From an optimization exercise on the open Yosys and OpenROAD flow, aimed at small area and a short achievable clock period; shortcuts taken in it are not production practice.
At most, simulation tests tie the RTL to the original design; equivalence was not proved.
The RTL of runs 3 to 6 was laid out without a check of its function.
Power and IR drop assume default switching activity.

===== flow/design.v =====
`timescale 1ns/100ps
module pfxCarry #(
  parameter int N  = 32,
  parameter bit KS = 1
) (
  input  logic [N-1:0] p,
  input  logic [N-1:0] g,
  output logic [N-1:0] c
);
  localparam int L = $clog2(N);
  logic [N-1:0] gg [0:L];
  logic [N-1:0] pp [0:L];
  always_comb begin
    gg[0] = g;
    pp[0] = p;
    for (int k = 0; k < L; k++) begin
      for (int i = 0; i < N; i++) begin
        int j;
        if (KS) j = i - (1 << k);
        else    j = ((i >> k) & 1) ? (((i >> k) << k) - 1) : -1;
        if (j >= 0) begin
          gg[k+1][i] = gg[k][i] | (pp[k][i] & gg[k][j]);
          pp[k+1][i] = pp[k][i] & pp[k][j];
        end else begin
          gg[k+1][i] = gg[k][i];
          pp[k+1][i] = pp[k][i];
        end
      end
    end
  end
  assign c = gg[L];
endmodule
module pfxAdd #(
  parameter int N  = 32,
  parameter bit KS = 1
) (
  input  logic [N-1:0] a,
  input  logic [N-1:0] b,
  output logic [N-1:0] s,
  output logic         co
);
  logic [N-1:0] p, c;
  assign p = a ^ b;
  pfxCarry #(.N(N), .KS(KS)) carry_i (.p (p), .g (a & b), .c (c));
  assign s  = p ^ {c[N-2:0], 1'b0};
  assign co = c[N-1];
endmodule
`timescale 1ns/100ps
module executeUnit (
  input  logic         Clk,
  input  logic         reset,
  input  logic [150:0] idExIn,
  output logic [106:0] exMemOut
);
  localparam bit KS_ALU = 0;
  localparam bit KS_BT  = 0;
  logic [4:0]  inCtrl;
  logic        regDst, aluSrc;
  logic [5:0]  aluOp, funct;
  logic [31:0] pcPlus4, rdA, rdB, imm;
  logic [4:0]  rt, rd, shamt;
  assign inCtrl  = idExIn[150:146];
  assign regDst  = idExIn[145];
  assign aluSrc  = idExIn[144];
  assign aluOp   = idExIn[143:138];
  assign pcPlus4 = idExIn[137:106];
  assign rdA     = idExIn[105:74];
  assign rdB     = idExIn[73:42];
  assign imm     = idExIn[41:10];
  assign rt      = idExIn[9:5];
  assign rd      = idExIn[4:0];
  assign funct   = imm[5:0];
  assign shamt   = imm[10:6];
  logic isR;
  logic dSub, dSlt, dAnd, dOr, dXor, dNor, dSll, dSrl, dShift, dLogic, dArith;
  assign isR    = (aluOp == 6'h00);
  assign dSlt   = (isR & (funct == 6'h2A)) | (aluOp == 6'h0A);
  assign dSub   = (isR & (funct == 6'h22)) | (aluOp == 6'h04) | dSlt;
  assign dAnd   = (isR & (funct == 6'h24)) | (aluOp == 6'h0C);
  assign dOr    = (isR & (funct == 6'h25)) | (aluOp == 6'h0D);
  assign dXor   =  isR & (funct == 6'h26);
  assign dNor   =  isR & (funct == 6'h27);
  assign dSll   =  isR & (funct == 6'h00);
  assign dSrl   =  isR & (funct == 6'h02);
  assign dShift = dSll | dSrl;
  assign dLogic = dAnd | dOr | dXor | dNor;
  assign dArith = ~(dSlt | dLogic | dShift);
  logic [31:0] opB, inP, inG, shIn, shPre;
  logic [3:0]  lutP, lutG;
  assign opB = aluSrc ? imm : rdB;
  logic dAndi, dOri, dNone;
  assign dAndi = dAnd | dOr;                   
  assign dOri  = dOr | dXor;                   
  assign dNone = dAnd | dNor | dShift;         
  assign lutP = {dSub | dAndi, ~(dSub | dNone), ~(dSub | dNone), dSub | dNor};
  assign lutG = {~(dSub | dLogic | dShift), dSub, 2'b00};
  always_comb
    for (int i = 0; i < 32; i++)
      shIn[i] = (dSll & opB[31-i]) | (dSrl & opB[i]);
  assign shPre = shamt[4] ? {16'd0, shIn[31:16]} : shIn;
  always_comb
    for (int i = 0; i < 32; i++) begin
      inP[i] = lutP[{rdA[i], opB[i]}] | shPre[i];
      inG[i] = lutG[{rdA[i], opB[i]}];
    end
  logic [14:0] btLo, btHi0;
  logic        btLoCo, btHiCo;
  pfxAdd #(.N(15), .KS(KS_BT)) btLoAdd_i (.a (pcPlus4[16:2]),  .b (imm[14:0]),  .s (btLo),  .co (btLoCo));
  pfxAdd #(.N(15), .KS(KS_BT)) btHiAdd_i (.a (pcPlus4[31:17]), .b (imm[29:15]), .s (btHi0), .co (btHiCo));
  logic        killQ;                  
  logic [4:0]  ctrlQ, wrQ;
  logic [31:0] rd2Q, pQ, gQ;
  logic        cinQ;
  logic        sumQ, sltQ, srlQ, sllQ;
  logic [3:0]  shamtQ;
  logic [14:0] btLoQ, btHi0Q;
  logic [1:0]  btPcQ;
  logic        btCQ;
  always_ff @(posedge Clk) begin
    killQ  <= reset;
    ctrlQ  <= inCtrl;
    wrQ    <= regDst ? rd : rt;
    rd2Q   <= rdB;
    pQ     <= inP;
    gQ     <= {inG[31:1], inG[0] | (inP[0] & dSub)};
    cinQ   <= dSub;
    sumQ   <= dArith | dLogic;
    sltQ   <= dSlt;
    srlQ   <= dSrl;
    sllQ   <= dSll;
    shamtQ <= shamt[3:0];
    btPcQ  <= pcPlus4[1:0];
    btLoQ  <= btLo;
    btHi0Q <= btHi0;
    btCQ   <= btLoCo;
  end
  logic [31:0] carry, sum, sh, shRev;
  logic        lt, zAdd, zSh, zero;
  logic [31:0] aluRes;
  pfxCarry #(.N(32), .KS(KS_ALU)) aluCarry_i (.p (pQ), .g (gQ), .c (carry));
  assign sum = pQ ^ {carry[30:0], cinQ};
  assign sh = pQ >> shamtQ;
  always_comb for (int i = 0; i < 32; i++) shRev[i] = sh[31-i];
  assign lt = pQ[31] ? sum[31] : gQ[31];
  logic [31:0] kin;
  assign kin  = {pQ[30:0] | gQ[30:0], cinQ};
  assign zAdd = (pQ == kin);
  logic [15:0] keep;
  always_comb for (int k = 0; k < 16; k++) keep[k] = (k >= shamtQ);
  assign zSh  = ~|pQ[31:16] & ~|(pQ[15:0] & keep);
  assign aluRes = ({32{sumQ}} & sum) | ({32{srlQ}} & sh) | ({32{sllQ}} & shRev) |
                  {31'd0, sltQ & lt};
  assign zero   = (sumQ & zAdd) | (sltQ & ~lt) | ((srlQ | sllQ) & zSh);
  logic [14:0] btHi;
  assign btHi = btHi0Q + {14'd0, btCQ};
  logic clr;
  assign clr = reset | killQ;
  always_ff @(posedge Clk) begin
    exMemOut[106:102] <= clr ? 5'd0 : ctrlQ;
    exMemOut[101:70]  <= clr ? 32'd0 : {btHi, btLoQ, btPcQ};
    exMemOut[69]      <= ~reset & (killQ | zero);
    exMemOut[68:37]   <= clr ? 32'd0 : aluRes;
    exMemOut[36:5]    <= clr ? 32'd0 : rd2Q;
    exMemOut[4:0]     <= clr ? 5'd0 : wrQ;
  end
endmodule

===== flow/flow/run.sh =====
#!/bin/bash
# Own layout flow: the standard ORFS flow with four changes.
#  * ABC maps for delay (dch; map -D) instead of ORFS's area-recovering script.
#  * Yosys does not extract full/half adder cells, so ABC sees the whole
#    carry logic (ADDER_MAP_FILE empty).
#  * Clock tree from clkbuf_8 cells, without dummy loads.
#  * Port buffers are buf_2 cells instead of clkdlybuf4s50_1 delay cells.
# The synthesis itself is otherwise ORFS's (synth_recipe.tcl), so the registers
# and their names are the standard synthesis's.
set -euo pipefail
W=$PWD
rm -rf "$W/scripts_own"
cp -r "$FLOW_HOME/scripts" "$W/scripts_own"
cp "$W/flow/abc_speed.script" "$W/scripts_own/abc_speed.script"
export SCRIPTS_DIR="$W/scripts_own"
export ADDER_MAP_FILE=
export BUFFER_PORTS_ARGS="-buffer_cell sky130_fd_sc_hd__buf_2"
export CTS_ARGS="-sink_clustering_enable -repair_clock_nets -buf_list sky130_fd_sc_hd__clkbuf_8 -dont_use_dummy_load"
bash standard.sh synth > "$W/own_synth.log" 2>&1
bash standard.sh > "$W/own_layout.log" 2>&1

===== flow/flow/abc_speed.script =====
strash
dch
map -D 800
buffer -p
upsize -D 800
dnsize -D 800
stime -p

===== flow/standard.sh =====
#!/bin/bash
# synth_recipe.tcl (not shown) runs the flow's synth.tcl, then flattens the netlist and writes it again
# the make line also repeats each setting of config.mk as NAME=value (left out here)
make -C /OpenROAD-flow-scripts/flow DESIGN_CONFIG=/design/flow/config.mk WORK_HOME=/design/flow/orfs CLKGATE_MAP_FILE= SYNTH_SCRIPT=/design/flow/synth_recipe.tcl "${@:-finish}"

===== flow/config.mk =====
export PLATFORM = sky130hd
export DESIGN_NAME = executeUnit
export DESIGN_NICKNAME = executeUnit
export VERILOG_FILES = /design/flow/design.v
export SDC_FILE = /design/flow/constraint.sdc
export NUM_CORES = 4
export LEC_CHECK = 0
export CAP_MARGIN = 20
export CORE_MARGIN = 2
export CORE_UTILIZATION = 40
export GPL_TIMING_DRIVEN = 0
export SETUP_SLACK_MARGIN = 2.9
export SLEW_MARGIN = 20

===== flow/constraint.sdc =====
create_clock -name core_clock -period 5.0 [get_ports {Clk}]
set_input_delay 1.0000 -clock core_clock [delete_from_list [all_inputs] [get_ports {Clk}]]
set_output_delay 1.0000 -clock core_clock [all_outputs]
set_load 0.01 [all_outputs]

==> results of run 1 <==
-- metrics by stage --
stage	hold slack (ns)	power (uW)	cells	cell area (sq um)
finish	0.381	5210	2829	17700
global route	0.398	5460	2824	17700
CTS	0.387	5160	2802	17100
detailed placement	0.398	3580	2748	16000
global placement	0.395	3570	2748	16000
floorplan	0.394	3090	2036	14200
-- cell type report --
class	instances	area (sq um)	area share
inverter	218	831	0.0469
timing repair buffer	287	1600	0.0902
clock buffer	43	592	0.0334
antenna	8	20.0	0.00113
tap	455	569	0.0321
sequential	256	5130	0.289
multi-input combinational	1458	8260	0.466
buffer	104	729	0.0411
-- flip-flops by register name, indices dropped and copies added (netlist names) --
signal    cells
exMemOut    107
btCQ          1
shamtQ        4
sumQ          1
sltQ          1
btPcQ         2
pQ           32
btLoQ        15
gQ           32
wrQ           5
sllQ          1
btHi0Q       15
cinQ          1
killQ         1
srlQ          1
ctrlQ         5
rd2Q         32
-- power groups by stage --
stage,Clock (uW),Combinational [uW],Sequential (uW)
detailed placement,0,1230,2350
global placement,0,1220,2350
global route,1650,1480,2330
floorplan,0,745,2340
finish,1520,1370,2310
CTS,1570,1280,2310
-- routing by layer --
layer / vias to the layer above / wire, um / share of wire / track usage
met5: - / 41 / 0.00069 / 0
met3: 211 / 5040 / 0.085 / 0.0670
met2: 820 / 27000 / 0.45 / 0.540
met1: 7234 / 23100 / 0.39 / 0.377
met4: 6 / 4200 / 0.071 / 0.188
li1: 7582 / - / - / -
-- cell families after synthesis --
logic type,count (synthesis)
multiplexers,9
flip-flops,256
AND/OR/NAND/NOR,796
XOR/XNOR,27
AO/OA/AOI/OAI,626
buffers and inverters,322
-- worst register-to-register path: cells and delay by family (launching register included) --
family / cells / cell delay [ns]
compound gates: 5 / 1.14
buf+inv: 1 / 0.17
flops: 1 / 0.30
simple gates: 3 / 0.38
-- final timing paths --
path,start,endpoint,slack [ns],cells past startpoint
worst max register to register,pQ[2],exMemOut[37],2.93,9
worst min-delay path,rd2Q[6],exMemOut[11],0.38,2
worst min register to register,rd2Q[6],exMemOut[11],0.38,2
worst max-delay path,idExIn[10],pQ[9],2.84,9
-- cell usage in the layout, fill, tap and decap left out, types with 6 or more instances in the layout --
cell / n
a32oi_1: 12
diode_2: 8
a31oi_1: 42
nand4_1: 29
dfxtp_2: 6
a21oi_2: 50
nand3_1: 78
buf_4: 38
a21oi_1: 113
xnor2_1: 9
a22oi_2: 10
buf_6: 13
nor3_1: 19
o211ai_1: 27
inv_2: 9
a221oi_1: 6
o221ai_1: 15
o21a_1: 19
buf_8: 7
o21ai_1: 34
inv_1: 204
nand2_1: 341
o21ai_2: 17
o21bai_1: 10
nor2_2: 9
nor2_4: 14
nand2_2: 15
or2_2: 6
o21ai_0: 180
nor2_1: 250
and2_1: 7
clkbuf_2: 25
a21boi_0: 6
clkbuf_1: 24
o221ai_2: 16
dfxtp_1: 250
buf_2: 271
o22ai_1: 17
clkbuf_8: 45
xor2_1: 18
-- timing repair --
item | 4_1_cts | 5_1_grt
buffers inserted | 10 | 17
cloned | 1 | 2
endpoints found under the setup margin | 161 | 95
gates resized for setup | 113 | 168
pin swaps | 18 | 41
==> impl_metrics.env, run 1 <==
export IMPL_crit_type="primary input to flip-flop"
export IMPL_place_gp_congestion=1.01
export IMPL_synth_compound_area_frac=0.271
export IMPL_io_pins=260
export IMPL_die_w_um=190
export IMPL_yosysTopAreaCellShare=0.370
export IMPL_antenna_found_initial=11
export IMPL_cp_cell_sequence="buf_4 > nor4_4 > nand3_2 > o2111a_1 > buf_6 > nand2_4 > buf_8 > o21ai_0 > o221ai_2"
export IMPL_synthTopCellsByCount="358 x nand2_1, 267 x nor2_1, 256 x dfxtp_1"
export IMPL_root_buffer="clkbuf_8"
export IMPL_skew_ns=0.0444
export IMPL_pwr_share_seq=0.444
export IMPL_comb_power_share=0.263
export IMPL_post_place_ws_ns=1.40
export IMPL_syn_area_sq_mm=0.0138
export IMPL_clkLatencyLatePin_ns=0.59
export IMPL_track_usage=0.321
export IMPL_cts_sinks=256
export IMPL_seq_area_frac_synth=0.370
export IMPL_drive_above_1_share=0.261
export IMPL_fmax_ghz=0.464
export IMPL_clkTransAtPathRegs_ns=0.06
export IMPL_wl_um=59400
export IMPL_num_vias=15853
export IMPL_synth_top_family_by_area="compound AO/OA/AOI/OAI gates"
export IMPL_first_global_vias=14823
export IMPL_yosysUniqueCellTypes=62
export IMPL_power_density_mw_per_mm2=294
export IMPL_synth_edff_count=0
export IMPL_cts_inserted_buffers=43
export IMPL_detailed_place_hpwl_um=46100
export IMPL_max_stage_delay_ns=0.36
export IMPL_io_buffers=257
export IMPL_worst_pin_slew_ns=0.739
export IMPL_tns_ns=0
export IMPL_switching_power_uw=1780
export IMPL_overflow=0
export IMPL_timing_critical_path_max_delay_family="simple AND/OR/NAND/NOR gates"
export IMPL_finalHoldViolations=0
export IMPL_fin_util=0.517
export IMPL_dr_pass1_iters=6
export IMPL_max_vdd_ir_drop_v=0.000261
export IMPL_setup_viol=0
export IMPL_synth_ff_type="dfxtp_1"
export IMPL_vias_per_cell=5.60
export IMPL_synthAdderAreaFrac=0
export IMPL_status="no timing/DRC/antenna violations"
export IMPL_grt_pass1_wl_um=87500
export IMPL_synth_fp_nets=2189
export IMPL_drtAntennaViolNets=0
export IMPL_switching_share=0.341
export IMPL_rows=68
export IMPL_setup_ws_ns=2.84
export IMPL_crit_arrival_ns=2.65
export IMPL_synth_simple_area_share=0.240
export IMPL_die_area_sq_mm=0.0361
export IMPL_syn_inst=2036
export IMPL_startpoint_type="primary input"
export IMPL_syn_to_final_growth_pct=28.1
export IMPL_maxCapViolCount=0
export IMPL_clockBufferDepth=3
export IMPL_grt_max_degree=12
export IMPL_synthXorXnorAreaFrac=0.0171
export IMPL_p_int_uw=3430
export IMPL_grt_setup_unrepaired="true"
export IMPL_maxSlewViolCount=0
export IMPL_first_iter_violations=1282
export IMPL_route_detailed_drc=0
export IMPL_synth_area_leaders="dfxtp_1 37%, nand2_1 9.7%, o21ai_0 7.7%"
export IMPL_cp_slowest_cell="nor4_4"
export IMPL_core_area_sq_mm=0.0343
export IMPL_slew_headroom=0.507
export IMPL_synth_warnings=7
export IMPL_crit_fanout=10
export IMPL_finalCritPeriodShare=0.432
export IMPL_fillCellCount=3422
export IMPL_async_flop_share=0
export IMPL_fin_nets=2521
export IMPL_clkPwrFrac=0.292
export IMPL_cp_end_kind="flip-flop"
export IMPL_cp_buffers_inverters=3
export IMPL_initial_core_util=0.404
export IMPL_yosys_area_top_type="dfxtp_1"
export IMPL_htree_levels=2
export IMPL_cp_required_ns=5.49
export IMPL_die_y_um=190
export IMPL_ys_ff_latch=256
export IMPL_min_period_ns=2.16
export IMPL_drt_wirelength_per_cell_um=21.0
export IMPL_synthMuxAreaShare=0.00696
export IMPL_hold_buffers=0
export IMPL_synth_most_common_cell="nand2_1"
export IMPL_avgSynthCellArea_sq_um=6.80
export IMPL_cts_tree="yes"
export IMPL_p_leak_uw=0.00818
export IMPL_hold_path_class="flip-flop to flip-flop"
==> inputs of run 2 (changes only) <==
--- a/flow/config.mk
+++ b/flow/config.mk
@@ -6,8 +6,7 @@
 export NUM_CORES = 4
 export LEC_CHECK = 0
-export CAP_MARGIN = 20
+export CAP_MARGIN = 5
 export CORE_MARGIN = 2
 export CORE_UTILIZATION = 40
-export GPL_TIMING_DRIVEN = 0
 export SETUP_SLACK_MARGIN = 2.9
-export SLEW_MARGIN = 20
+export SLEW_MARGIN = 5
==> run 2 against run 1 <==
Critical endpoint is now gQ[0]. Maximum frequency increased by 1.4%. Combinational power down 8%. Critical path type unchanged. Hold slack better by 0.017 ns. Highest routed layer unchanged. Critical path depth is 2 higher. Global-route usage fell by 3.5 points.
==> impl_metrics.env, run 2 <==
export IMPL_switching_power_uw=1730
export IMPL_drive_above_1_share=0.244
export IMPL_synthTopCellsByCount="358 x nand2_1, 267 x nor2_1, 256 x dfxtp_1"
export IMPL_power_density_mw_per_mm2=295
export IMPL_synth_area_leaders="dfxtp_1 37%, nand2_1 9.7%, o21ai_0 7.7%"
export IMPL_track_usage=0.285
export IMPL_io_buffers=259
export IMPL_p_leak_uw=0.00801
export IMPL_cp_required_ns=5.48
export IMPL_crit_arrival_ns=2.61
export IMPL_grt_setup_unrepaired="true"
export IMPL_root_buffer="clkbuf_8"
export IMPL_largest_reg_flops=107
export IMPL_ys_ff_latch=256
export IMPL_final_cell_mix="349 x nand2_1, 253 x nor2_1, 252 x buf_2, 227 x dfxtp_1, 202 x inv_1"
export IMPL_avgSynthCellArea_sq_um=6.80
export IMPL_synth_warnings=7
export IMPL_layout_commonest_cell="nand2_1"
export IMPL_die_w_um=190
export IMPL_route_detailed_drc=0
export IMPL_cts_tree="yes"
export IMPL_first_iter_violations=1255
export IMPL_cts_inserted_buffers=43
export IMPL_place_inst=2661
export IMPL_detailed_place_hpwl_um=38300
export IMPL_status="no timing/DRC/antenna violations"
export IMPL_die_y_um=190
export IMPL_setup_ws_ns=2.87
export IMPL_syn_inst=2036
export IMPL_grt_max_degree=54
export IMPL_synth_ff_type="dfxtp_1"
export IMPL_dr_pass1_iters=6
export IMPL_cp_end_kind="flip-flop"
export IMPL_maxCapViolCount=0
export IMPL_slew_headroom=0.581
export IMPL_clkTransAtPathRegs_ns=0.06
export IMPL_rows=68
export IMPL_setup_viol=0
export IMPL_worst_hold_slack_ns=0.398
export IMPL_fin_nets=2467
export IMPL_largest_register="exMemOut"
export IMPL_clkLatencyLatePin_ns=0.62
export IMPL_grt_pass1_wl_um=79800
export IMPL_synth_fp_nets=2189
export IMPL_synth_most_common_cell="nand2_1"
export IMPL_min_period_ns=2.13
export IMPL_vias_per_cell=5.62
export IMPL_yosysUniqueCellTypes=62
export IMPL_switching_share=0.336
export IMPL_first_global_vias=14453
export IMPL_startpoint_type="primary input"
export IMPL_hold_path_class="flip-flop to flip-flop"
export IMPL_fmax_ghz=0.470
export IMPL_wl_um=53700
export IMPL_max_vdd_ir_drop_v=0.000204
export IMPL_synth_edff_count=0
export IMPL_comb_power_share=0.245
export IMPL_finalPower_uw=5140
export IMPL_clockBufferDepth=3
export IMPL_finalHoldViolations=0
export IMPL_overflow=0
export IMPL_antenna_found_initial=13
export IMPL_yosysTopAreaCellShare=0.370
export IMPL_core_area_sq_mm=0.0343
export IMPL_place_gp_congestion=0.922
export IMPL_async_flop_share=0
export IMPL_num_vias=15576
export IMPL_fillCellCount=3480
export IMPL_syn_area_sq_mm=0.0138
export IMPL_drt_wirelength_per_cell_um=19.4
export IMPL_cts_sinks=256
export IMPL_maxSlewViolCount=0
export IMPL_die_area_sq_mm=0.0361
export IMPL_yosys_area_top_type="dfxtp_1"
export IMPL_worst_pin_slew_ns=0.628
export IMPL_crit_type="primary input to flip-flop"
export IMPL_crit_fanout=6
export IMPL_htree_levels=2
export IMPL_io_pins=260
export IMPL_initial_core_util=0.404
export IMPL_tns_ns=0
export IMPL_skew_ns=0.0612
export IMPL_pwr_share_seq=0.458
export IMPL_seq_area_frac_synth=0.370
export IMPL_post_place_ws_ns=1.44
export IMPL_p_int_uw=3410
export IMPL_layoutNonFillerInstCount=2773
export IMPL_drtAntennaViolNets=0
export IMPL_finalCritPeriodShare=0.426
export IMPL_syn_to_final_growth_pct=25.8
export IMPL_clkPwrFrac=0.297
[run 2: cell counts after synthesis]
Identical to the previous run, type by type.
[run 2: layer usage]
metal  routed length, um  up-vias  GRT usage
met5                  85        -          0
met4                2770       12      0.145
met3                4630      167     0.0601
met2               24200      782      0.462
met1               22000     7128      0.358
li1                    -     7487          -
[run 2: cell families (layout without fill, tap and decap cells)]
| logic type | Yosys count | after routing | synth area share |
|---|---|---|---|
| other cells | 0 | 6 | 0 |
| xor+xnor | 27 | 27 | 0.0171 |
| simple gates | 796 | 800 | 0.240 |
| buf+inv | 322 | 593 | 0.0941 |
| compound gates | 626 | 627 | 0.271 |
| flops | 256 | 256 | 0.370 |
| mux | 9 | 9 | 0.00696 |
[run 2: final cells by class]
cell class	instances	area (sq um)	area share
antenna	6	15.0	0.000862
clock buffer	43	592	0.0340
inverter	218	857	0.0492
multi-input combinational	1463	8060	0.463
sequential	256	5170	0.297
tap	455	569	0.0327
timing repair buffer	329	2140	0.123
timing repair inverter	3	20.0	0.00115
[run 2: repair_timing]
| item | 4_1_cts | 5_1_grt |
|---|---|---|
| endpoints found under the setup margin | 169 | 100 |
| buffers inserted | 26 | 23 |
| gates cloned | 8 | 6 |
| pin swaps | 17 | 26 |
| hold buffers | 0 | 0 |
| resized for setup | 90 | 94 |
[run 2: worst max-delay path, cell delays in order]
cell	delay (ns)
buf_2	0.11
nor2_4	0.15
nand3_1	0.12
inv_1	0.10
nand3_1	0.17
o2111a_2	0.27
buf_12	0.16
buf_16	0.14
nand3_1	0.08
nand3_1	0.11
a41oi_2	0.18
[run 2: final timing paths]
| check | from | endpoint | slack [ns] | depth (start not counted) |
|---|---|---|---|---|
| min | btLoQ[3] | exMemOut[75] | 0.40 | 2 |
| min reg2reg | btLoQ[3] | exMemOut[75] | 0.40 | 2 |
| max reg2reg | shamtQ[0] | exMemOut[60] | 2.97 | 7 |
| max | idExIn[142] | gQ[0] | 2.87 | 11 |
[run 2: per-stage QoR]
| stage | utilization | area [sq um] |
|---|---|---|
| after detailed placement | 0.456 | 15600 |
| after global routing | 0.508 | 17400 |
| after floorplan | - | 14200 |
| after CTS | 0.491 | 16800 |
| after global placement | 0.456 | 15600 |
| final | 0.508 | 17400 |
[run 2: power groups by stage]
stage,sequential [uW],clock [uW],combinational (uW)
3_3_place_gp,2380,0,1110
2_1_floorplan,2340,0,745
4_1_cts,2350,1570,1180
6_report,2350,1530,1260
5_1_grt,2370,1650,1380
3_5_place_dp,2380,0,1120
==> inputs of run 3 (changes only) <==
--- a/flow/design.v
+++ b/flow/design.v
@@ -135,4 +135,6 @@
     btCQ   <= btLoCo;
   end
+  logic clr;
+  assign clr = reset | killQ;
   logic [31:0] carry, sum, sh, shRev;
   logic        lt, zAdd, zSh, zero;
@@ -149,16 +151,19 @@
   always_comb for (int k = 0; k < 16; k++) keep[k] = (k >= shamtQ);
   assign zSh  = ~|pQ[31:16] & ~|(pQ[15:0] & keep);
-  assign aluRes = ({32{sumQ}} & sum) | ({32{srlQ}} & sh) | ({32{sllQ}} & shRev) |
-                  {31'd0, sltQ & lt};
+  logic selSum, selSrl, selSll, selSlt;
+  assign selSum = sumQ & ~clr;
+  assign selSrl = srlQ & ~clr;
+  assign selSll = sllQ & ~clr;
+  assign selSlt = sltQ & ~clr;
+  assign aluRes = ({32{selSum}} & sum) | ({32{selSrl}} & sh) | ({32{selSll}} & shRev) |
+                  {31'd0, selSlt & lt};
   assign zero   = (sumQ & zAdd) | (sltQ & ~lt) | ((srlQ | sllQ) & zSh);
   logic [14:0] btHi;
   assign btHi = btHi0Q + {14'd0, btCQ};
-  logic clr;
-  assign clr = reset | killQ;
   always_ff @(posedge Clk) begin
     exMemOut[106:102] <= clr ? 5'd0 : ctrlQ;
     exMemOut[101:70]  <= clr ? 32'd0 : {btHi, btLoQ, btPcQ};
     exMemOut[69]      <= ~reset & (killQ | zero);
-    exMemOut[68:37]   <= clr ? 32'd0 : aluRes;
+    exMemOut[68:37]   <= aluRes;
     exMemOut[36:5]    <= clr ? 32'd0 : rd2Q;
     exMemOut[4:0]     <= clr ? 5'd0 : wrQ;
--- a/flow/config.mk
+++ b/flow/config.mk
@@ -6,7 +6,7 @@
 export NUM_CORES = 4
 export LEC_CHECK = 0
-export CAP_MARGIN = 5
+export CAP_MARGIN = 20
 export CORE_MARGIN = 2
 export CORE_UTILIZATION = 40
 export SETUP_SLACK_MARGIN = 2.9
-export SLEW_MARGIN = 5
+export SLEW_MARGIN = 20
==> run 3 against run 2 <==
Still clean. Sequential share of layout area up 0.083 points. Die area fell by 0.39%. Synthesized cell count down 0.20%. Cell count up 0.11%. Flip-flop and latch count is the same. Maximum frequency shrank 1.1%.
==> impl_metrics.env, run 3 <==
export IMPL_maxCapViolCount=0
export IMPL_place_gp_congestion=0.940
export IMPL_timing_critical_path_max_delay_family="compound AO/OA/AOI/OAI gates"
export IMPL_cp_slowest_cell="nor2_1"
export IMPL_avgSynthCellArea_sq_um=6.78
export IMPL_cts_tree="yes"
export IMPL_cp_cell_sequence="clkbuf_4 > nor2_1 > nand3_2 > a21o_1 > o2111ai_4 > nor2_4 > buf_12 > o211ai_1 > o221ai_1"
export IMPL_yosysUniqueCellTypes=68
export IMPL_clkLatencyLatePin_ns=0.62
export IMPL_cp_buffers_inverters=2
export IMPL_max_stage_delay_ns=0.26
export IMPL_root_buffer="clkbuf_8"
export IMPL_largest_register="exMemOut"
export IMPL_route_detailed_drc=0
export IMPL_cts_sinks=256
export IMPL_num_vias=15638
export IMPL_worst_hold_slack_ns=0.394
export IMPL_fin_nets=2475
export IMPL_crit_arrival_ns=2.61
export IMPL_first_iter_violations=1547
export IMPL_grt_max_degree=46
export IMPL_antenna_found_initial=12
export IMPL_startpoint_type="primary input"
export IMPL_largest_reg_flops=107
export IMPL_async_flop_share=0
export IMPL_detailed_place_hpwl_um=41400
export IMPL_clockBufferDepth=3
export IMPL_wl_met2_um=25200
export IMPL_finalHoldViolations=0
export IMPL_die_area_sq_mm=0.0360
export IMPL_rows=67
export IMPL_worst_pin_slew_ns=0.651
export IMPL_synth_most_common_cell="nand2_1"
export IMPL_io_buffers=259
export IMPL_tns_ns=0
export IMPL_synthTopCellsByCount="393 x nand2_1, 256 x dfxtp_1, 236 x nor2_1"
export IMPL_synth_fp_nets=2185
export IMPL_seq_area_sq_mm=0.00522
export IMPL_yosys_area_top_type="dfxtp_1"
export IMPL_skew_ns=0.0254
export IMPL_cp_end_kind="flip-flop"
export IMPL_core_area_sq_mm=0.0337
export IMPL_synth_ff_type="dfxtp_1"
export IMPL_clkTransAtPathRegs_ns=0.06
export IMPL_synth_warnings=7
export IMPL_ys_ff_latch=256
export IMPL_track_usage=0.302
export IMPL_maxSlewViolCount=0
export IMPL_seq_area_frac_synth=0.372
export IMPL_overflow=0
export IMPL_vias_per_cell=5.63
export IMPL_htree_levels=2
export IMPL_wl_um=56700
export IMPL_die_w_um=190
export IMPL_drive_above_1_share=0.240
export IMPL_power_density_mw_per_mm2=298
export IMPL_wirelength_met1_um=22400
export IMPL_setup_viol=0
export IMPL_status="no timing/DRC/antenna violations"
export IMPL_hold_path_class="flip-flop to flip-flop"
export IMPL_synth_edff_count=0
export IMPL_drtAntennaViolNets=0
export IMPL_yosysTopAreaCellShare=0.372
export IMPL_min_period_ns=2.15
export IMPL_layout_commonest_cell="nand2_1"
export IMPL_multiInputGateArea_sq_mm=0.00803
export IMPL_grt_pass1_wl_um=83400
export IMPL_drt_wirelength_per_cell_um=20.4
export IMPL_first_global_vias=14207
export IMPL_highest_layer="met5"
export IMPL_wl_met3_um=5170
export IMPL_hold_buffers=0
export IMPL_max_vdd_ir_drop_v=0.000185
export IMPL_grt_setup_unrepaired="true"
export IMPL_dr_pass1_iters=6
export IMPL_crit_type="primary input to flip-flop"
export IMPL_fillCellCount=3465
export IMPL_cp_required_ns=5.46
export IMPL_syn_inst=2032
export IMPL_crit_fanout=28
export IMPL_synth_area_leaders="dfxtp_1 37%, nand2_1 11%, o21ai_0 7.7%"
export IMPL_die_y_um=190
export IMPL_io_pins=260
export IMPL_syn_to_final_growth_pct=27.2
export IMPL_fmax_ghz=0.465
export IMPL_final_cell_mix="381 x nand2_1, 246 x buf_2, 223 x dfxtp_1, 221 x nor2_1, 212 x inv_1"
export IMPL_finalCritPeriodShare=0.430
export IMPL_slew_headroom=0.566
export IMPL_cts_inserted_buffers=46
export IMPL_p_leak_uw=0.00814
export IMPL_syn_area_sq_mm=0.0138
export IMPL_initial_core_util=0.409
==> run 3: changes by cell type in the layout (fill, tap and decap cells not counted), sizes merged, moves of 8 or more <==
cell	before	now
nor3	26	18
o221ai	31	22
a31oi	45	9
a21oi	166	139
a32oi	16	4
nand2	362	394
nor4	4	13
nand3	85	113
nor2	274	243
inv	213	222
o21ai	234	253
o211ai	28	48
==> run 3: where the power goes <==
| part | leakage [uW] | total (uW) | internal [uW] | switching, uW |
|---|---|---|---|---|
| clock network | 0.000331 | 1610 | 806 | 808 |
| registers | 0.00214 | 2380 | 2210 | 162 |
| logic | 0.00567 | 1240 | 445 | 792 |
| total | 0.00814 | 5230 | 3470 | 1760 |
==> run 3: area by class of cell <==
cell class / count / share of cell area
repair inverters: 2 / 0.000856
flip-flops and latches: 256 / 0.298
repair buffers: 330 / 0.124
multi-input cells: 1458 / 0.458
clock buffers: 46 / 0.0361
diodes: 8 / 0.00114
inverters: 228 / 0.0505
well taps: 448 / 0.0320
==> run 3: kinds of logic (layout without fill, tap and decap cells) <==
group / after synthesis / in the layout / synth area share
other: 0 / 8 / 0
flip-flops: 256 / 256 / 0.372
AND/OR/NAND/NOR: 832 / 835 / 0.258
AO/OA/AOI/OAI: 594 / 594 / 0.258
XOR/XNOR: 20 / 20 / 0.0127
multiplexers: 7 / 7 / 0.00554
buffers and inverters: 321 / 606 / 0.0921
adder cells (fa/ha/maj): 2 / 2 / 0.00145
==> run 3: worst paths after layout <==
| kind | to | slack, ns | cells past startpoint | start |
|---|---|---|---|---|
| max | pQ[27] | 2.85 | 9 | idExIn[10] |
| min | exMemOut[75] | 0.39 | 2 | btLoQ[3] |
| max reg2reg | exMemOut[65] | 2.91 | 10 | gQ[0] |
| min reg2reg | exMemOut[75] | 0.39 | 2 | btLoQ[3] |
==> run 3: tightest hold or removal path: cells and delay by family (launching register included) <==
family	cells	cell delay (ns)
simple gates	1	0.03
flops	1	0.29
buf+inv	1	0.04
==> run 3: layer usage <==
metal / track usage / vias up
met5: 0 / -
met4: 0.197 / 10
met3: 0.0657 / 197
met2: 0.469 / 833
met1: 0.378 / 7133
li1: - / 7465
==> run 3: per-stage QoR <==
stage / utilization / std cells / area [sq um] / setup slack [ns] / power (uW)
2_1_floorplan: - / 2032 / 14000 / 2.65 / 3060
3_3_place_gp: 0.459 / 2661 / 15500 / 1.61 / 3470
3_5_place_dp: 0.459 / 2661 / 15500 / 1.55 / 3480
4_1_cts: 0.495 / 2733 / 16700 / 2.85 / 5150
5_1_grt: 0.520 / 2773 / 17500 / 2.73 / 5490
6_report: 0.520 / 2776 / 17500 / 2.85 / 5230
==> run 3: what timing repair did <==
action | 4_1_cts | 5_1_grt
pin swaps | 19 | 27
setup endpoints to repair | 100 | 119
resized for setup | 110 | 144
gates cloned | 4 | 7
buffers inserted | 22 | 28
==> inputs of run 4 (changes only) <==
--- a/flow/config.mk
+++ b/flow/config.mk
@@ -9,4 +9,4 @@
 export CORE_MARGIN = 2
 export CORE_UTILIZATION = 40
-export SETUP_SLACK_MARGIN = 2.9
+export SETUP_SLACK_MARGIN = 2.85
 export SLEW_MARGIN = 20
==> run 4 against run 3 <==
Non-clock buffer count increased by 1. Combinational power shrank 6%. Clock skew grew 0.014 ns. Hold slack better by 0.0022 ns. Maximum frequency decreased by 0.18%. Cell count unchanged. Via count fell by 0.23%. Largest power group unchanged. Highest routed layer unchanged.
==> impl_metrics.env, run 4 <==
export IMPL_rows=67
export IMPL_worst_pin_slew_ns=0.729
export IMPL_timing_rr_start="shamtQ[2]"
export IMPL_fillCellCount=3424
export IMPL_maxCapViolCount=0
export IMPL_initial_core_util=0.409
export IMPL_num_vias=15602
export IMPL_die_w_um=190
export IMPL_root_buffer="clkbuf_8"
export IMPL_synth_simple_area_share=0.258
export IMPL_power_density_mw_per_mm2=298
export IMPL_finalCritPeriodShare=0.431
export IMPL_finalHoldViolations=0
export IMPL_clkTransAtPathRegs_ns=0.05
export IMPL_synthAdderAreaFrac=0.00145
export IMPL_syn_to_final_growth_pct=25.3
export IMPL_min_period_ns=2.15
export IMPL_skew_ns=0.0392
export IMPL_track_usage=0.296
export IMPL_detailed_place_hpwl_um=40600
export IMPL_cp_endpoint="gQ[5]"
export IMPL_startpoint_type="primary input"
export IMPL_fmax_ghz=0.464
export IMPL_cts_sinks=256
export IMPL_overflow=0
export IMPL_die_area_sq_mm=0.0360
export IMPL_setup_viol=0
export IMPL_htree_levels=2
export IMPL_grt_pass1_wl_um=81400
export IMPL_fin_nets=2479
export IMPL_synth_edff_count=0
export IMPL_status="no timing/DRC/antenna violations"
export IMPL_cp_end_kind="flip-flop"
export IMPL_cp_required_ns=5.45
export IMPL_synth_fp_nets=2185
export IMPL_synthTopCellsByCount="393 x nand2_1, 256 x dfxtp_1, 236 x nor2_1"
export IMPL_largest_register="exMemOut"
export IMPL_hold_path_class="flip-flop to flip-flop"
export IMPL_synth_compound_area_frac=0.258
export IMPL_grt_max_degree=51
export IMPL_hold_buffers=0
export IMPL_io_buffers=259
export IMPL_place_gp_congestion=0.972
export IMPL_synthMuxAreaShare=0.00554
export IMPL_synth_area_leaders="dfxtp_1 37%, nand2_1 11%, o21ai_0 7.7%"
export IMPL_worstSetupStartpoint="idExIn[15]"
export IMPL_crit_fanout=31
export IMPL_die_y_um=190
export IMPL_syn_area_sq_mm=0.0138
export IMPL_worst_hold_slack_ns=0.397
export IMPL_p_leak_uw=0.00809
export IMPL_yosysTopAreaCellShare=0.372
export IMPL_finalPower_uw=5140
export IMPL_max_vdd_ir_drop_v=0.000200
export IMPL_largest_reg_flops=107
export IMPL_drt_wirelength_per_cell_um=19.9
export IMPL_layout_commonest_cell="nand2_1"
export IMPL_dr_pass1_iters=6
export IMPL_synth_top_family_by_area="simple AND/OR/NAND/NOR gates"
export IMPL_tns_ns=0
export IMPL_r2r_slack_ns=2.87
export IMPL_reg2reg_to="exMemOut[69]"
export IMPL_avgSynthCellArea_sq_um=6.78
export IMPL_seq_area_frac_synth=0.372
export IMPL_seq_area_sq_mm=0.00517
export IMPL_drive_above_1_share=0.225
export IMPL_antenna_found_initial=9
export IMPL_cts_inserted_buffers=46
export IMPL_multiInputGateArea_sq_mm=0.00791
export IMPL_drtAntennaViolNets=0
export IMPL_vias_per_cell=5.62
export IMPL_synth_warnings=7
export IMPL_synth_most_common_cell="nand2_1"
export IMPL_first_global_vias=14323
export IMPL_cts_tree="yes"
export IMPL_place_inst=2659
export IMPL_whs_path_depth=2
export IMPL_yosysUniqueCellTypes=68
export IMPL_crit_type="primary input to flip-flop"
export IMPL_wl_um=55200
export IMPL_fin_util=0.513
export IMPL_yosys_area_top_type="dfxtp_1"
export IMPL_reg2reg_depth=8
export IMPL_io_pins=260
export IMPL_slew_headroom=0.514
export IMPL_syn_inst=2032
export IMPL_first_iter_violations=1701
export IMPL_maxSlewViolCount=0
export IMPL_ys_ff_latch=256
export IMPL_async_flop_share=0
export IMPL_final_cell_mix="386 x nand2_1, 247 x buf_2, 231 x dfxtp_1, 220 x nor2_1, 215 x inv_1"
export IMPL_grt_setup_unrepaired="true"
export IMPL_crit_arrival_ns=2.60
export IMPL_clkLatencyLatePin_ns=0.60
export IMPL_core_area_sq_mm=0.0337
export IMPL_synth_ff_type="dfxtp_1"
export IMPL_route_detailed_drc=0
export IMPL_layoutNonFillerInstCount=2776
export IMPL_synthXorXnorAreaFrac=0.0127
export IMPL_clockBufferDepth=3
## run 4: cell counts after synthesis
Identical to the previous run, type by type.
## run 4: metrics by stage
step                      setup WS [ns]  cell area, sq um
after floorplan                    2.65             14000
after global placement             1.33             15500
after detailed placement           1.25             15500
after CTS                          2.79             16600
after global routing               2.81             17300
final                              2.85             17300
## run 4: kinds of logic (layout without fill, tap and decap cells)
kind of cell | after synthesis | after routing
AND/OR/NAND/NOR | 832 | 837
AO/OA/AOI/OAI | 594 | 596
buffers and inverters | 321 | 606
flip-flops | 256 | 256
XOR/XNOR | 20 | 20
multiplexers | 7 | 7
adder cells (fa/ha/maj) | 2 | 2
other | 0 | 4
## run 4: how the worst min path moves through the flow
stage                     startpoint             to  slack [ns]
after global routing        rd2Q[11]   exMemOut[16]        0.41
after detailed placement    ctrlQ[0]  exMemOut[102]        0.40
after global placement        wrQ[3]    exMemOut[3]        0.39
after floorplan               wrQ[0]    exMemOut[0]        0.39
final                       rd2Q[11]   exMemOut[16]        0.40
after CTS                   rd2Q[31]   exMemOut[36]        0.39
## run 4: critical path: stages
cell and delay (ns):
buf_6 0.10, inv_4 0.04, nor2_4 0.19, nand4_4 0.18, buf_4 0.18, o21ai_2 0.24
nor2_4 0.12, nand3_1 0.14, buf_8 0.24, a21oi_1 0.15
## run 4: cell type report
| type | count | area share |
|---|---|---|
| Clock buffer | 46 | 0.0367 |
| Timing Repair inverter | 1 | 0.000435 |
| Tap cell | 448 | 0.0325 |
| Timing Repair Buffer | 331 | 0.122 |
| Sequential cell | 256 | 0.299 |
| Antenna cell | 4 | 0.000580 |
| Inverter | 228 | 0.0511 |
| Multi-Input combinational cell | 1462 | 0.458 |
## run 4: power breakdown
part	leakage (uW)	switching, uW	internal [uW]
sequential	0.00213	159	2210
combinational	0.00563	762	411
clock	0.000331	791	805
## run 4: per-layer routing
metal	part of all wire	vias to the layer above	track usage	wire length, um
met3	0.095	181	0.0590	5230
li1	-	7454	-	-
met2	0.45	825	0.477	24900
met4	0.058	10	0.162	3210
met1	0.40	7132	0.371	21800
met5	0.0012	-	0	66
## run 4: repair_timing
| item | in CTS | in global routing |
|---|---|---|
| setup endpoints to repair | 98 | 103 |
| gates cloned | 7 | 4 |
| endpoints found under the hold margin | 0 | 0 |
| buffers inserted | 28 | 28 |
| pin swaps | 17 | 26 |
| resized for setup | 77 | 101 |
==> inputs of run 5 (changes only) <==
--- a/flow/design.v
+++ b/flow/design.v
@@ -104,4 +104,8 @@
       inG[i] = lutG[{rdA[i], opB[i]}];
     end
+  logic [3:0] lutG0;
+  logic       inG0;
+  assign lutG0 = {lutG[3] | dSub, dSub, 1'b0, dSub};
+  assign inG0  = lutG0[{rdA[0], opB[0]}];
   logic [14:0] btLo, btHi0;
   logic        btLoCo, btHiCo;
@@ -123,5 +127,5 @@
     rd2Q   <= rdB;
     pQ     <= inP;
-    gQ     <= {inG[31:1], inG[0] | (inP[0] & dSub)};
+    gQ     <= {inG[31:1], inG0};
     cinQ   <= dSub;
     sumQ   <= dArith | dLogic;
==> run 5 against run 4 <==
Combinational power is essentially flat. Cell area rose by 0.49%. Global-route usage is 0.92 points higher. Via count rose by 2.4%. Setup slack lost 0.019 ns. Power rose by 0.18%. Clock power about the same. Sequential share of layout area up 0.13 points. Hold slack lost 0.0090 ns. Cell count is essentially flat. First-iteration DRC count down 4.9%. Area after synthesis up 0.49%. Largest cell class unchanged.
==> impl_metrics.env, run 5 <==
export IMPL_synth_top_family_by_area="compound AO/OA/AOI/OAI gates"
export IMPL_yosysTopAreaCellShare=0.370
export IMPL_finalPower_uw=5150
export IMPL_final_cell_mix="381 x nand2_1, 257 x buf_2, 225 x dfxtp_1, 207 x inv_1, 193 x nor2_1"
export IMPL_crit_type="flip-flop to flip-flop"
export IMPL_grt_setup_unrepaired="true"
export IMPL_htree_levels=2
export IMPL_synthAdderAreaFrac=0.00144
export IMPL_overflow=0
export IMPL_worst_hold_slack_ns=0.388
export IMPL_die_area_sq_mm=0.0361
export IMPL_detailed_place_hpwl_um=40600
export IMPL_clkLatencyLatePin_ns=0.64
export IMPL_cts_sinks=256
export IMPL_startpoint_type="flip-flop"
export IMPL_first_global_vias=14570
export IMPL_first_iter_violations=1617
export IMPL_setup_viol=0
export IMPL_timing_rr_start="shamtQ[0]"
export IMPL_finalCritPeriodShare=0.435
export IMPL_antenna_found_initial=15
export IMPL_grt_pass1_wl_um=84200
export IMPL_synthXorXnorAreaFrac=0.0114
export IMPL_die_y_um=190
export IMPL_cts_tree="yes"
export IMPL_seq_area_frac_synth=0.370
export IMPL_fin_nets=2467
export IMPL_drive_above_1_share=0.234
export IMPL_core_area_sq_mm=0.0343
export IMPL_layout_commonest_cell="nand2_1"
export IMPL_rows=68
export IMPL_num_vias=15971
export IMPL_reg2reg_to="exMemOut[60]"
export IMPL_largest_reg_flops=107
export IMPL_synth_fp_nets=2166
export IMPL_cts_inserted_buffers=46
export IMPL_drtAntennaViolNets=0
export IMPL_min_period_ns=2.17
export IMPL_ys_ff_latch=256
export IMPL_synth_area_leaders="dfxtp_1 37%, nand2_1 11%, o21ai_0 8.2%"
export IMPL_status="no timing/DRC/antenna violations"
export IMPL_initial_core_util=0.404
export IMPL_cp_end_kind="flip-flop"
export IMPL_clockBufferDepth=3
export IMPL_fmax_ghz=0.460
export IMPL_worst_path_most_repeated_cell="nand2_1"
export IMPL_synth_compound_area_frac=0.256
export IMPL_maxSlewViolCount=0
export IMPL_route_detailed_drc=0
export IMPL_synth_warnings=7
export IMPL_yosysUniqueCellTypes=60
export IMPL_slew_headroom=0.588
export IMPL_largest_register="exMemOut"
export IMPL_hold_path_class="flip-flop to flip-flop"
export IMPL_syn_area_sq_mm=0.0139
export IMPL_syn_inst=2013
export IMPL_grt_max_degree=45
export IMPL_post_place_ws_ns=1.36
export IMPL_cp_cell_sequence="buf_4 > nand2_1 > a21boi_1 > o21ai_1 > nand2_1 > nand3_1 > nand3_1 > nand2_1 > o21bai_1"
export IMPL_dr_pass1_iters=6
export IMPL_synthMuxAreaShare=0.0135
export IMPL_finalHoldViolations=0
export IMPL_avgSynthCellArea_sq_um=6.88
export IMPL_reg2reg_depth=9
export IMPL_io_buffers=259
export IMPL_tns_ns=0
export IMPL_yosys_area_top_type="dfxtp_1"
export IMPL_cp_slowest_cell="dfxtp_4"
export IMPL_root_buffer="clkbuf_8"
export IMPL_syn_to_final_growth_pct=25.3
export IMPL_clkTransAtPathRegs_ns=0.06
export IMPL_async_flop_share=0
export IMPL_die_w_um=190
export IMPL_p_leak_uw=0.00818
export IMPL_max_vdd_ir_drop_v=0.000206
export IMPL_maxCapViolCount=0
export IMPL_r2r_slack_ns=2.83
export IMPL_setup_ws_ns=2.83
export IMPL_place_gp_congestion=0.959
export IMPL_synth_most_common_cell="nand2_1"
export IMPL_synth_ff_type="dfxtp_1"
export IMPL_drt_wirelength_per_cell_um=20.7
export IMPL_vias_per_cell=5.76
export IMPL_track_usage=0.305
export IMPL_worst_pin_slew_ns=0.612
export IMPL_synth_edff_count=0
export IMPL_skew_ns=0.0813
export IMPL_min_delay_worst_endpoint="exMemOut[30]"
export IMPL_hold_start="rd2Q[25]"
export IMPL_whs_path_depth=2
export IMPL_cp_required_ns=5.49
export IMPL_fin_util=0.506
export IMPL_io_pins=260
export IMPL_crit_fanout=16
export IMPL_synth_simple_area_share=0.249
export IMPL_power_density_mw_per_mm2=297
export IMPL_wl_um=57400
export IMPL_fillCellCount=3480
export IMPL_crit_arrival_ns=2.66
export IMPL_max_stage_delay_ns=0.51
export IMPL_synthTopCellsByCount="390 x nand2_1, 256 x dfxtp_1, 226 x o21ai_0"
==> run 5: changes by cell type after synthesis, moves of 10 or more <==
cell / change
a21oi_1: -26
a41oi_1: +21
mux2i_1: +11
nand3_1: +32
nand4_1: -11
nor2_1: -36
o211ai_1: -22
o21ai_0: +13
o21ai_1: -22
o221ai_1: -10
o311ai_0: +40
==> run 5: routing by layer <==
| metal | vias up | share of wire | routed length, um | global-route usage |
|---|---|---|---|---|
| li1 | 7490 | - | - | - |
| met1 | 7353 | 0.38 | 21700 | 0.363 |
| met2 | 896 | 0.46 | 26200 | 0.494 |
| met5 | - | 0.0014 | 78 | 0 |
| met4 | 14 | 0.069 | 3940 | 0.188 |
| met3 | 218 | 0.095 | 5430 | 0.0751 |
==> run 5: worst max path at each step <==
stage               cells after the start  slack, ns            to  startpoint
finish                                  9       2.83  exMemOut[60]   shamtQ[0]
global route                            9       2.76  exMemOut[60]   shamtQ[0]
CTS                                     9       2.77  exMemOut[53]   shamtQ[0]
detailed placement                     10       1.36        pQ[21]  idExIn[15]
global placement                       10       1.38        pQ[30]  idExIn[15]
floorplan                              10       2.73        pQ[18]  idExIn[15]
==> run 5: power by group <==
group          internal [uW]  switching (uW)  total [uW]
logic                    431             764        1190
registers               2210             152        2370
clock network            805             786        1590
==> run 5: cell families (layout without fill, tap and decap cells) <==
| family | Yosys count | after routing |
|---|---|---|
| buf+inv | 331 | 621 |
| mux | 18 | 18 |
| other cells | 0 | 8 |
| xor+xnor | 18 | 18 |
| compound gates | 580 | 580 |
| simple gates | 808 | 817 |
| fa+ha+maj | 2 | 2 |
| flops | 256 | 256 |
==> run 5: what timing repair did <==
| item | in CTS | in global routing |
|---|---|---|
| cloned | 8 | 7 |
| gates resized for setup | 98 | 94 |
| setup endpoints to repair | 98 | 100 |
| buffers inserted | 24 | 43 |
| hold buffers | 0 | 0 |
| pin swaps | 10 | 23 |
==> run 5: final cells by class <==
cell class | instances | area [sq um] | share of cell area
Tap cell | 455 | 569 | 0.0328
Timing Repair inverter | 3 | 20.0 | 0.00115
Multi-Input combinational cell | 1435 | 7890 | 0.455
Clock buffer | 46 | 633 | 0.0365
Timing Repair Buffer | 346 | 2110 | 0.121
Sequential cell | 256 | 5210 | 0.300
Inverter | 226 | 897 | 0.0517
Antenna cell | 8 | 20.0 | 0.00115
==> run 5: worst max-delay path: cells and delay by family (launching register included) <==
family | cells | cell delay [ns]
compound gates | 3 | 0.77
buf+inv | 1 | 0.17
flops | 1 | 0.51
simple gates | 5 | 0.62
==> run 5: through the flow <==
stage	instances	instance area (sq um)
after floorplan	2013	14000
after global placement	2639	15400
after detailed placement	2639	15400
after CTS	2717	16600
after global routing	2773	17400
final	2775	17400
==> inputs of run 6 (changes only) <==
--- a/flow/config.mk
+++ b/flow/config.mk
@@ -9,4 +9,4 @@
 export CORE_MARGIN = 2
 export CORE_UTILIZATION = 40
-export SETUP_SLACK_MARGIN = 2.85
+export SETUP_SLACK_MARGIN = 2.9
 export SLEW_MARGIN = 20
==> run 6 against run 5 <==
Via count is 0.31% lower. Still clean. Highest routed layer unchanged. Largest power group unchanged. Power is 0.24% higher. Clock skew is 0.027 ns lower.
==> impl_metrics.env, run 6 <==
export IMPL_maxSlewViolCount=0
export IMPL_yosysTopAreaCellShare=0.370
export IMPL_rows=68
export IMPL_synth_warnings=7
export IMPL_clockBufferDepth=3
export IMPL_grt_pass1_wl_um=84200
export IMPL_first_global_vias=14711
export IMPL_largest_register="exMemOut"
export IMPL_clkPwrFrac=0.307
export IMPL_synth_fp_nets=2166
export IMPL_cts_sinks=256
export IMPL_initial_core_util=0.404
export IMPL_fin_nets=2454
export IMPL_cp_end_kind="flip-flop"
export IMPL_vias_per_cell=5.76
export IMPL_pwr_share_seq=0.459
export IMPL_crit_fanout=11
export IMPL_tns_ns=0
export IMPL_max_vdd_ir_drop_v=0.000234
export IMPL_cp_required_ns=5.43
export IMPL_num_vias=15921
export IMPL_wl_um=58200
export IMPL_slew_headroom=0.481
export IMPL_drive_above_1_share=0.245
export IMPL_switching_power_uw=1730
export IMPL_whs_path_depth=2
export IMPL_startpoint_type="primary input"
export IMPL_core_area_sq_mm=0.0343
export IMPL_reg2reg_to="exMemOut[64]"
export IMPL_detailed_place_hpwl_um=40600
export IMPL_synth_edff_count=0
export IMPL_route_detailed_drc=0
export IMPL_synthTopCellsByCount="390 x nand2_1, 256 x dfxtp_1, 226 x o21ai_0"
export IMPL_layout_commonest_cell="nand2_1"
export IMPL_crit_type="primary input to flip-flop"
export IMPL_place_inst=2639
export IMPL_skew_ns=0.0546
export IMPL_hold_path_class="flip-flop to flip-flop"
export IMPL_hold_start="rd2Q[17]"
export IMPL_clkTransAtPathRegs_ns=0.06
export IMPL_power_density_mw_per_mm2=291
export IMPL_grt_max_degree=56
export IMPL_p_int_uw=3430
export IMPL_worst_hold_slack_ns=0.402
export IMPL_syn_to_final_growth_pct=27.9
export IMPL_die_w_um=190
export IMPL_async_flop_share=0
export IMPL_dr_pass1_iters=10
export IMPL_reg2reg_depth=8
export IMPL_finalHoldViolations=0
export IMPL_synth_ff_type="dfxtp_1"
export IMPL_p_leak_uw=0.00824
export IMPL_io_pins=260
export IMPL_io_buffers=259
export IMPL_first_iter_violations=1635
export IMPL_maxCapViolCount=0
export IMPL_cts_tree="yes"
export IMPL_yosysUniqueCellTypes=60
export IMPL_die_y_um=190
export IMPL_setup_viol=0
export IMPL_synth_area_leaders="dfxtp_1 37%, nand2_1 11%, o21ai_0 8.2%"
export IMPL_track_usage=0.304
export IMPL_comb_power_share=0.234
export IMPL_yosys_area_top_type="dfxtp_1"
export IMPL_avgSynthCellArea_sq_um=6.88
export IMPL_largest_reg_flops=107
export IMPL_htree_levels=2
export IMPL_status="no timing/DRC/antenna violations"
export IMPL_syn_area_sq_mm=0.0139
export IMPL_clkLatencyLatePin_ns=0.60
export IMPL_grt_setup_unrepaired="true"
export IMPL_crit_arrival_ns=2.60
export IMPL_place_gp_congestion=0.962
export IMPL_antenna_found_initial=15
export IMPL_overflow=0
export IMPL_min_delay_worst_endpoint="exMemOut[22]"
export IMPL_timing_rr_start="pQ[3]"
export IMPL_final_cell_mix="381 x nand2_1, 250 x buf_2, 225 x dfxtp_1, 211 x inv_1, 188 x nor2_1"
export IMPL_die_area_sq_mm=0.0361
export IMPL_root_buffer="clkbuf_8"
export IMPL_finalCritPeriodShare=0.434
export IMPL_synth_most_common_cell="nand2_1"
export IMPL_min_period_ns=2.17
export IMPL_fmax_ghz=0.461
export IMPL_cts_inserted_buffers=45
export IMPL_syn_inst=2013
export IMPL_hold_buffers=0
export IMPL_fillCellCount=3398
export IMPL_switching_share=0.335
export IMPL_drt_wirelength_per_cell_um=21.1
export IMPL_ys_ff_latch=256
export IMPL_drtAntennaViolNets=0
export IMPL_worst_pin_slew_ns=0.773
export IMPL_r2r_slack_ns=2.92
export IMPL_seq_area_frac_synth=0.370
export IMPL_layoutNonFillerInstCount=2764
-- run 6: cell count changes in the layout (fill, tap and decap cells not counted), moves of 7 or more --
cell	delta
buf_12	+7
buf_2	-7
buf_4	-22
dfxtp_2	+8
dfxtp_4	-8
o21ai_0	-9
o311ai_1	-9
o311ai_2	+12
-- run 6: final cells by class --
class	count	area, sq um	area share
inverter	226	887	0.0501
antenna	10	25.0	0.00141
multi-input combinational	1437	8200	0.463
tap	455	569	0.0321
clock buffer	45	619	0.0350
timing repair buffer	333	2200	0.124
sequential	256	5190	0.293
timing repair inverter	2	15.0	0.000848
-- run 6: how the worst max path moves through the flow --
stage | endpoint | slack, ns | start | cells after the start
floorplan | pQ[18] | 2.73 | idExIn[15] | 10
global placement | pQ[5] | 1.53 | idExIn[15] | 11
detailed placement | pQ[1] | 1.42 | idExIn[15] | 11
CTS | exMemOut[66] | 2.82 | shamtQ[1] | 7
global route | pQ[0] | 2.77 | idExIn[142] | 10
finish | pQ[0] | 2.83 | idExIn[142] | 10
-- run 6: through the flow --
step / power (uW) / worst slack, ns / utilization / area (sq um)
2_1_floorplan: 3040 / 2.73 / - / 14000
3_3_place_gp: 3450 / 1.53 / 0.451 / 15500
3_5_place_dp: 3450 / 1.42 / 0.451 / 15500
4_1_cts: 5100 / 2.82 / 0.491 / 16800
5_1_grt: 5400 / 2.77 / 0.516 / 17700
6_report: 5160 / 2.83 / 0.517 / 17700
-- run 6: power by group through the flow --
stage	registers, uW	clock network (uW)	logic (uW)
after floorplan	2340	0	698
after detailed placement	2390	0	1060
after CTS	2360	1620	1120
after global placement	2390	0	1060
final	2370	1590	1210
after global routing	2380	1700	1320
-- run 6: cells by family after synthesis --
kind of cell | synth area share
simple gates | 0.249
compound gates | 0.256
buf+inv | 0.0986
flops | 0.370
xor+xnor | 0.0114
mux | 0.0135
fa+ha+maj | 0.00145
-- run 6: metal layers --
| metal | vias up | GRT usage | wire length [um] |
|---|---|---|---|
| met5 | - | 0 | 42 |
| met4 | 8 | 0.191 | 3780 |
| met3 | 218 | 0.0688 | 5400 |
| met2 | 873 | 0.498 | 26600 |
| met1 | 7346 | 0.362 | 22400 |
| li1 | 7476 | - | - |
-- run 6: repair_timing --
item / 4_1_cts / 5_1_grt
cloned: 13 / 6
buffers inserted: 26 / 25
gates resized for setup: 114 / 138
pin swaps: 15 / 35
endpoints found under the setup margin: 123 / 102
-- run 6: critical path: stages --
cell	delay (ns)
buf_6	0.09
nor2_4	0.16
nand4_4	0.18
clkinv_4	0.14
nand4_4	0.18
buf_12	0.22
nand3b_4	0.20
o21ai_1	0.13
o311ai_1	0.15
nand3_1	0.12
==> inputs of run 7 (changes only) <==
--- a/flow/design.v
+++ b/flow/design.v
@@ -104,8 +104,4 @@
       inG[i] = lutG[{rdA[i], opB[i]}];
     end
-  logic [3:0] lutG0;
-  logic       inG0;
-  assign lutG0 = {lutG[3] | dSub, dSub, 1'b0, dSub};
-  assign inG0  = lutG0[{rdA[0], opB[0]}];
   logic [14:0] btLo, btHi0;
   logic        btLoCo, btHiCo;
@@ -127,5 +123,5 @@
     rd2Q   <= rdB;
     pQ     <= inP;
-    gQ     <= {inG[31:1], inG0};
+    gQ     <= {inG[31:1], inG[0] | (inP[0] & dSub)};
     cinQ   <= dSub;
     sumQ   <= dArith | dLogic;
@@ -139,6 +135,4 @@
     btCQ   <= btLoCo;
   end
-  logic clr;
-  assign clr = reset | killQ;
   logic [31:0] carry, sum, sh, shRev;
   logic        lt, zAdd, zSh, zero;
@@ -155,19 +149,16 @@
   always_comb for (int k = 0; k < 16; k++) keep[k] = (k >= shamtQ);
   assign zSh  = ~|pQ[31:16] & ~|(pQ[15:0] & keep);
-  logic selSum, selSrl, selSll, selSlt;
-  assign selSum = sumQ & ~clr;
-  assign selSrl = srlQ & ~clr;
-  assign selSll = sllQ & ~clr;
-  assign selSlt = sltQ & ~clr;
-  assign aluRes = ({32{selSum}} & sum) | ({32{selSrl}} & sh) | ({32{selSll}} & shRev) |
-                  {31'd0, selSlt & lt};
+  assign aluRes = ({32{sumQ}} & sum) | ({32{srlQ}} & sh) | ({32{sllQ}} & shRev) |
+                  {31'd0, sltQ & lt};
   assign zero   = (sumQ & zAdd) | (sltQ & ~lt) | ((srlQ | sllQ) & zSh);
   logic [14:0] btHi;
   assign btHi = btHi0Q + {14'd0, btCQ};
+  logic clr;
+  assign clr = reset | killQ;
   always_ff @(posedge Clk) begin
     exMemOut[106:102] <= clr ? 5'd0 : ctrlQ;
     exMemOut[101:70]  <= clr ? 32'd0 : {btHi, btLoQ, btPcQ};
     exMemOut[69]      <= ~reset & (killQ | zero);
-    exMemOut[68:37]   <= aluRes;
+    exMemOut[68:37]   <= clr ? 32'd0 : aluRes;
     exMemOut[36:5]    <= clr ? 32'd0 : rd2Q;
     exMemOut[4:0]     <= clr ? 5'd0 : wrQ;
==> flow/flow/run.sh (replaced) <==
#!/bin/bash
# Own layout flow: the standard ORFS flow with these changes.
#  * ABC maps for delay (dch; map -D) instead of ORFS's area-recovering script.
#  * Yosys does not extract full/half adder cells, so ABC sees the whole
#    carry logic (ADDER_MAP_FILE empty).
#  * Clock tree from clkbuf_8 cells, without dummy loads.
#  * Port buffers: buf_2 on outputs (before global placement), buf_1 on
#    inputs (right after it), instead of clkdlybuf4s50_1 delay cells.
# The synthesis itself is otherwise ORFS's (synth_recipe.tcl), so the registers
# and their names are the standard synthesis's.
set -euo pipefail
W=$PWD
rm -rf "$W/scripts_own"
cp -r "$FLOW_HOME/scripts" "$W/scripts_own"
cp "$W/flow/abc_speed.script" "$W/scripts_own/abc_speed.script"
export SCRIPTS_DIR="$W/scripts_own"
export ADDER_MAP_FILE=
export BUFFER_PORTS_ARGS="-outputs -buffer_cell sky130_fd_sc_hd__buf_2"
export POST_GLOBAL_PLACE_TCL="$W/flow/post_gpl.tcl"
export CTS_ARGS="-sink_clustering_enable -repair_clock_nets -buf_list sky130_fd_sc_hd__clkbuf_8 -dont_use_dummy_load"
bash standard.sh synth > "$W/own_synth.log" 2>&1
bash standard.sh > "$W/own_layout.log" 2>&1
==> flow/flow/post_gpl.tcl (new file) <==
# Input ports get the smallest buffer; the output ports were buffered with
# buf_2 before global placement (they drive the 10 fF output load).
buffer_ports -inputs -buffer_cell sky130_fd_sc_hd__buf_1
estimate_parasitics -placement
--- a/flow/config.mk
+++ b/flow/config.mk
@@ -9,4 +9,4 @@
 export CORE_MARGIN = 2
 export CORE_UTILIZATION = 40
-export SETUP_SLACK_MARGIN = 2.9
+export SETUP_SLACK_MARGIN = 2.8
 export SLEW_MARGIN = 20
==> run 7 against run 6 <==
Cell area shrank 4.4%. Sequential share of layout area grew 1.0 points. First-iteration DRC count shrank 23%. Sequential power is essentially flat. Register-to-register slack lost 0.02 ns. Count of clock-buffer cells in the layout is the same. Global-route usage shrank 2.7 points. Critical path type unchanged. Largest power group unchanged.
==> impl_metrics.env, run 7 <==
export IMPL_status="no timing/DRC/antenna violations"
export IMPL_root_buffer="clkbuf_8"
export IMPL_syn_to_final_growth_pct=22.4
export IMPL_max_stage_delay_ns=0.25
export IMPL_largest_register="exMemOut"
export IMPL_cp_end_kind="flip-flop"
export IMPL_setup_viol=0
export IMPL_finalHoldViolations=0
export IMPL_tns_ns=0
export IMPL_cp_required_ns=5.46
export IMPL_synth_warnings=7
export IMPL_switching_share=0.335
export IMPL_layoutNonFillerInstCount=2751
export IMPL_worst_pin_slew_ns=0.584
export IMPL_cts_tree="yes"
export IMPL_yosysUniqueCellTypes=62
export IMPL_place_inst=2662
export IMPL_max_vdd_ir_drop_v=0.000333
export IMPL_cp_slowest_cell="o221ai_1"
export IMPL_grt_pass1_wl_um=77700
export IMPL_synth_area_leaders="dfxtp_1 37%, nand2_1 9.7%, o21ai_0 7.7%"
export IMPL_ys_ff_latch=256
export IMPL_whs_path_depth=2
export IMPL_avgSynthCellArea_sq_um=6.80
export IMPL_maxSlewViolCount=0
export IMPL_num_vias=15325
export IMPL_core_area_sq_mm=0.0343
export IMPL_async_flop_share=0
export IMPL_cts_sinks=256
export IMPL_power_density_mw_per_mm2=304
export IMPL_drive_above_1_share=0.159
export IMPL_final_cell_mix="349 x nand2_1, 260 x nor2_1, 244 x dfxtp_1, 204 x inv_1, 191 x o21ai_0"
export IMPL_hold_start="rd2Q[11]"
export IMPL_largest_reg_flops=107
export IMPL_route_detailed_drc=0
export IMPL_drtAntennaViolNets=0
export IMPL_crit_fanout=16
export IMPL_hold_path_class="flip-flop to flip-flop"
export IMPL_p_int_uw=3420
export IMPL_syn_inst=2036
export IMPL_multiInputGateArea_sq_mm=0.00795
export IMPL_die_y_um=190
export IMPL_fmax_ghz=0.449
export IMPL_first_iter_violations=1252
export IMPL_timing_rr_start="shamtQ[0]"
export IMPL_comb_power_share=0.238
export IMPL_switching_power_uw=1730
export IMPL_seq_area_sq_mm=0.00514
export IMPL_maxCapViolCount=0
export IMPL_dr_pass1_iters=6
export IMPL_insertedDiodeCount=0
export IMPL_synth_edff_count=0
export IMPL_die_w_um=190
export IMPL_wl_um=52000
export IMPL_reg2reg_to="exMemOut[53]"
export IMPL_vias_per_cell=5.57
export IMPL_drt_wirelength_per_cell_um=18.9
export IMPL_overflow=0
export IMPL_syn_area_sq_mm=0.0138
export IMPL_grt_setup_unrepaired="true"
export IMPL_min_delay_worst_endpoint="exMemOut[16]"
export IMPL_synth_fp_nets=2189
export IMPL_hold_buffers=0
export IMPL_finalPower_uw=5150
export IMPL_final_area_sq_mm=0.0169
export IMPL_placed_area_sq_mm=0.0154
export IMPL_seq_area_frac_synth=0.370
export IMPL_antenna_found_initial=0
export IMPL_detailed_place_hpwl_um=37000
export IMPL_slew_headroom=0.605
export IMPL_synthTopCellsByCount="358 x nand2_1, 267 x nor2_1, 256 x dfxtp_1"
==> run 7: changes by cell type after synthesis, moves of 22 or more <==
cell / change
a21oi_1: +53
o311ai_0: -38
nor2_1: +67
nand2_1: -32
a41oi_1: -22
nand3_1: -58
a31oi_1: +35
==> run 7: cell families after synthesis <==
group	after synthesis	share of synthesized area
mux	9	0.00696
xor+xnor	27	0.0171
buf+inv	322	0.0941
compound gates	626	0.271
flops	256	0.370
simple gates	796	0.240
==> run 7: how the worst max path moves through the flow <==
stage                            from      endpoint  slack (ns)  depth (start not counted)
after floorplan            idExIn[13]        pQ[29]        2.65                         10
after global placement    idExIn[142]        gQ[11]        1.56                          8
after detailed placement   idExIn[13]        pQ[23]        1.39                          9
after CTS                      pQ[11]  exMemOut[60]        2.81                          9
after global routing           pQ[31]  exMemOut[46]        2.76                          8
final                     idExIn[140]        pQ[18]        2.77                         10
==> run 7: final cells by class <==
type,instances,area share
flip-flops and latches,256,0.304
multi-input cells,1461,0.469
repair buffers,313,0.106
repair inverters,3,0.00133
well taps,455,0.0336
inverters,218,0.0498
clock buffers,45,0.0366
==> run 7: timing repair <==
action | CTS | global route
pin swaps | 11 | 7
gates resized for setup | 66 | 62
hold endpoints to repair | 0 | 0
cloned | 6 | 3
setup endpoints to repair | 170 | 105
setup buffers | 22 | 13
==> run 7: layer usage <==
| layer | GRT usage | part of all wire | up-vias |
|---|---|---|---|
| met2 | 0.458 | 0.46 | 783 |
| met5 | 0 | 0 | - |
| met3 | 0.0544 | 0.089 | 119 |
| li1 | - | - | 7430 |
| met4 | 0.120 | 0.040 | 0 |
| met1 | 0.353 | 0.41 | 6993 |
==> run 7: per-stage QoR <==
stage,hold slack [ns],worst slack [ns]
after floorplan,0.394,2.65
after global routing,0.415,2.76
after global placement,0.395,1.56
after detailed placement,0.397,1.39
after CTS,0.398,2.81
final,0.394,2.77
==> run 7: power groups by stage <==
| stage | clock (uW) | combinational [uW] | sequential [uW] |
|---|---|---|---|
| floorplan | 0 | 740 | 2340 |
| global placement | 0 | 999 | 2380 |
| detailed placement | 0 | 1100 | 2390 |
| CTS | 1620 | 1180 | 2340 |
| global route | 1700 | 1350 | 2370 |
| finish | 1570 | 1220 | 2360 |
==> run 7: critical path: cells and delay by family <==
kind            cells  cell delay (ns)
buf+inv             3             0.56
compound gates      4             0.74
simple gates        3             0.37

what the ideal ports hide:
No port has a modelled driver above. Below, the same layouts with a new extraction and two added sets of constraints.
Step 1 assumes that a clkbuf_16 drives the clock port and a buf_2 every other input.
Step 2 also shifts input and output timing later by t, the mid clock arrival at the registers, as if the neighbouring blocks saw the same clock.
Three values: ideal ports, drivers, drivers and shift; two values: the first two.
run	shift t [ns]	slack for setup (ns)
run 1	0.621	2.843 / 2.872 / 2.251
run 2	0.637	2.872 / 2.872 / 2.265
run 3	0.646	2.849 / 2.870 / 2.224
run 4	0.640	2.845 / 2.850 / 2.210
run 5	0.647	2.826 / 2.826 / 2.228
run 6	0.621	2.829 / 2.845 / 2.224
run 7	0.630	2.773 / 2.775 / 2.145
After both steps setup and hold are still met in every run listed.
